Context: an optimization exercise on an open-source flow, tuned for small area. The choices shown serve that exercise and are no tape-out recipe.
The RTL was checked by simulation tests, not by an equivalence proof against the original design.
Power figures rest on the tool's default switching activity, not on a simulated workload.

## indigo
==> flow/design.v <==
module ds_box2x2 #(
   parameter int DATA_WIDTH = 24,
   parameter int ADDR_WIDTH = 16,
   parameter int IMG_W      = 256,
   parameter int IMG_H      = 256
) (
   input  logic                  clk,
   input  logic                  rst_n,
   input  logic [DATA_WIDTH-1:0] pix_i,
   input  logic                  pix_valid_i,
   input  logic                  frame_clr_i,
   output logic [DATA_WIDTH-1:0] ds_pix_o,
   output logic                  ds_valid_o,
   output logic [ADDR_WIDTH-1:0] ds_addr_o,
   output logic                  frame_done_o
);
   localparam int CW       = $clog2(IMG_W);
   localparam int RW       = $clog2(IMG_H);
   localparam int LB_DEPTH = IMG_W / 2 - 1;    
   logic [CW-1:0]         pcol;       
   logic [RW-1:0]         prow;       
   logic [9:0]            acc_r, acc_g, acc_b;
   logic [26:0]           linebuf [LB_DEPTH];
   logic                  accept;
   logic                  col_odd;    
   logic                  row_odd;
   logic [26:0]           lb_rd;
   logic [9:0]            base_r, base_g, base_b;
   assign accept  = pix_valid_i && !frame_clr_i;
   assign col_odd = !pcol[0];
   assign row_odd = (&pcol) ? !prow[0] : prow[0];
   assign lb_rd   = linebuf[LB_DEPTH-1];
   always_comb begin
      if (col_odd) begin
         base_r = acc_r;
         base_g = acc_g;
         base_b = acc_b;
      end else if (row_odd) begin
         base_r = 10'(lb_rd[26:18]);
         base_g = 10'(lb_rd[17:9]);
         base_b = 10'(lb_rd[8:0]);
      end else begin
         base_r = '0;
         base_g = '0;
         base_b = '0;
      end
   end
   always_ff @(posedge clk) begin
      if (rst_n && accept) begin
         acc_r <= base_r + 10'(pix_i[23:16]);
         acc_g <= base_g + 10'(pix_i[15:8]);
         acc_b <= base_b + 10'(pix_i[7:0]);
      end
   end
   always_ff @(posedge clk) begin
      if (rst_n && accept && !col_odd) begin
         linebuf[0] <= {acc_r[8:0], acc_g[8:0], acc_b[8:0]};
         for (int i = 1; i < LB_DEPTH; i++) linebuf[i] <= linebuf[i-1];
      end
   end
   always_ff @(posedge clk) begin
      if (!rst_n || frame_clr_i) begin
         pcol       <= '1;
         prow       <= '1;
         ds_valid_o <= 1'b0;
      end else begin
         ds_valid_o <= pix_valid_i && row_odd && col_odd;
         if (pix_valid_i) begin
            pcol <= pcol + 1'b1;
            if (&pcol) prow <= prow + 1'b1;
         end
      end
   end
   assign ds_pix_o     = {acc_r[9:2], acc_g[9:2], acc_b[9:2]};
   assign ds_addr_o    = ADDR_WIDTH'({prow[RW-1:1], pcol[CW-1:1]});
   assign frame_done_o = ds_valid_o && (&prow) && (&pcol);
endmodule
export LEC_CHECK = 0
export CAP_MARGIN = 20
export CORE_MARGIN = 2
export CORE_UTILIZATION = 75
export SLEW_MARGIN = 20
create_clock -name core_clock -period 7.0 [get_ports {clk}]
standard.sh (not shown) runs the stock make flow with config.mk's settings and CLKGATE_MAP_FILE= SYNTH_SCRIPT=/design/flow/synth_recipe.tcl, a recipe that flattens the netlist after the stock synthesis.
==> flow/flow/run.sh <==
#!/bin/bash
# Standard ORFS layout with four changes: small port buffers; clock tree
# synthesis without dummy loads and with clkbuf_8 leaf clusters; and the
# shift-enable net re-buffered by flow/en_hook.tcl before the resize step.
set -euo pipefail
HERE=$(pwd)
CTS="-sink_clustering_enable -repair_clock_nets -dont_use_dummy_load"
CTS="$CTS -buf_list sky130_fd_sc_hd__clkbuf_8 -sink_clustering_size 21 -sink_clustering_max_diameter 65"
bash standard.sh \
  "BUFFER_PORTS_ARGS=-buffer_cell sky130_fd_sc_hd__buf_1" \
  "CTS_ARGS=$CTS" \
  "PRE_RESIZE_TCL=$HERE/flow/en_hook.tcl" \
  finish > standard_flow.log 2>&1
Other scripts of this flow, unchanged in this note and not shown: flow/flow/en_hook.tcl, flow/flow/en_tree.tcl
Edits applied to the flow inputs when going from indigo to lagoon:
--- a/flow/design.v
+++ b/flow/design.v
@@ -28,30 +28,35 @@
    logic [9:0]            base_r, base_g, base_b;
    assign accept  = pix_valid_i && !frame_clr_i;
    assign col_odd = !pcol[0];
    assign row_odd = (&pcol) ? !prow[0] : prow[0];
    assign lb_rd   = linebuf[LB_DEPTH-1];
-   always_comb begin
-      if (col_odd) begin
-         base_r = acc_r;
-         base_g = acc_g;
-         base_b = acc_b;
-      end else if (row_odd) begin
-         base_r = 10'(lb_rd[26:18]);
-         base_g = 10'(lb_rd[17:9]);
-         base_b = 10'(lb_rd[8:0]);
-      end else begin
-         base_r = '0;
-         base_g = '0;
-         base_b = '0;
+   logic sel_acc, sel_lb;
+   assign sel_acc = col_odd;
+   assign sel_lb  = !col_odd && row_odd;
+   assign base_r  = ({10{sel_acc}} & acc_r) | ({10{sel_lb}} & 10'(lb_rd[26:18]));
+   assign base_g  = ({10{sel_acc}} & acc_g) | ({10{sel_lb}} & 10'(lb_rd[17:9]));
+   assign base_b  = ({10{sel_acc}} & acc_b) | ({10{sel_lb}} & 10'(lb_rd[8:0]));
+   function automatic logic [9:0] add10x8(input logic [9:0] a, input logic [7:0] b);
+      logic [10:0] c;
+      logic [9:0]  s;
+      c[0] = 1'b0;
+      for (int i = 0; i < 8; i++) begin
+         s[i]   = a[i] ^ b[i] ^ c[i];
+         c[i+1] = (a[i] & b[i]) | (c[i] & (a[i] ^ b[i]));
       end
-   end
+      for (int i = 8; i < 10; i++) begin
+         s[i]   = a[i] ^ c[i];
+         c[i+1] = a[i] & c[i];
+      end
+      add10x8 = s;
+   endfunction
    always_ff @(posedge clk) begin
       if (rst_n && accept) begin
-         acc_r <= base_r + 10'(pix_i[23:16]);
-         acc_g <= base_g + 10'(pix_i[15:8]);
-         acc_b <= base_b + 10'(pix_i[7:0]);
+         acc_r <= add10x8(base_r, pix_i[23:16]);
+         acc_g <= add10x8(base_g, pix_i[15:8]);
+         acc_b <= add10x8(base_b, pix_i[7:0]);
       end
    end
    always_ff @(posedge clk) begin
       if (rst_n && accept && !col_odd) begin
          linebuf[0] <= {acc_r[8:0], acc_g[8:0], acc_b[8:0]};
Results
- lagoon: post-placement cell count lower than indigo
- Combined area of the multi-input logic cells ends up higher on indigo.
- Any difference in area of all placed cells without fillers between lagoon and indigo is small enough to ignore.
- On fraction of the mapped netlist area in compound gates, the higher figure sits with indigo, not lagoon.
- Worst setup slack came out lower on lagoon than on indigo.
- The sum of routed wire segments on met1 reported for lagoon is greater than that of indigo by about 3.3%.
- Worst hold slack after final layout: lagoon vs indigo up 0.047 ns
- NOTE total power indigo->lagoon decreased slightly
- Sequential share of layout area ends up lower on indigo.
- Total number of nets in the final design, lagoon vs indigo: down slightly

static timing again, ports no longer ideal:
In the flow no input, the clock included, has a driving cell. The finished layouts below were timed again as built, in two steps.
Step 1, drivers: a clkbuf_16 drives clk and a buf_2 each remaining input, both assumed.
Step 2 times the ports against the registers' clock, not the clock port: input delays grow and output delays shrink by t, the midpoint of the rising clock arrivals with the driver on.
Slacks: no drivers / after step 1 / after step 2; pairs: no drivers / after step 1.
run	shift t [ns]	slack for setup (ns)	worst register clock-pin slew, ns
indigo	0.931	3.045 / 3.045 / 2.625	0.12 / 0.12
lagoon	0.952	1.294 / 1.294 / 1.294	0.12 / 0.12
After both steps every run listed still meets setup and hold. The setup slack of indigo, which loses most, moves by 0.000 ns with the drivers and by -0.420 ns with both steps.
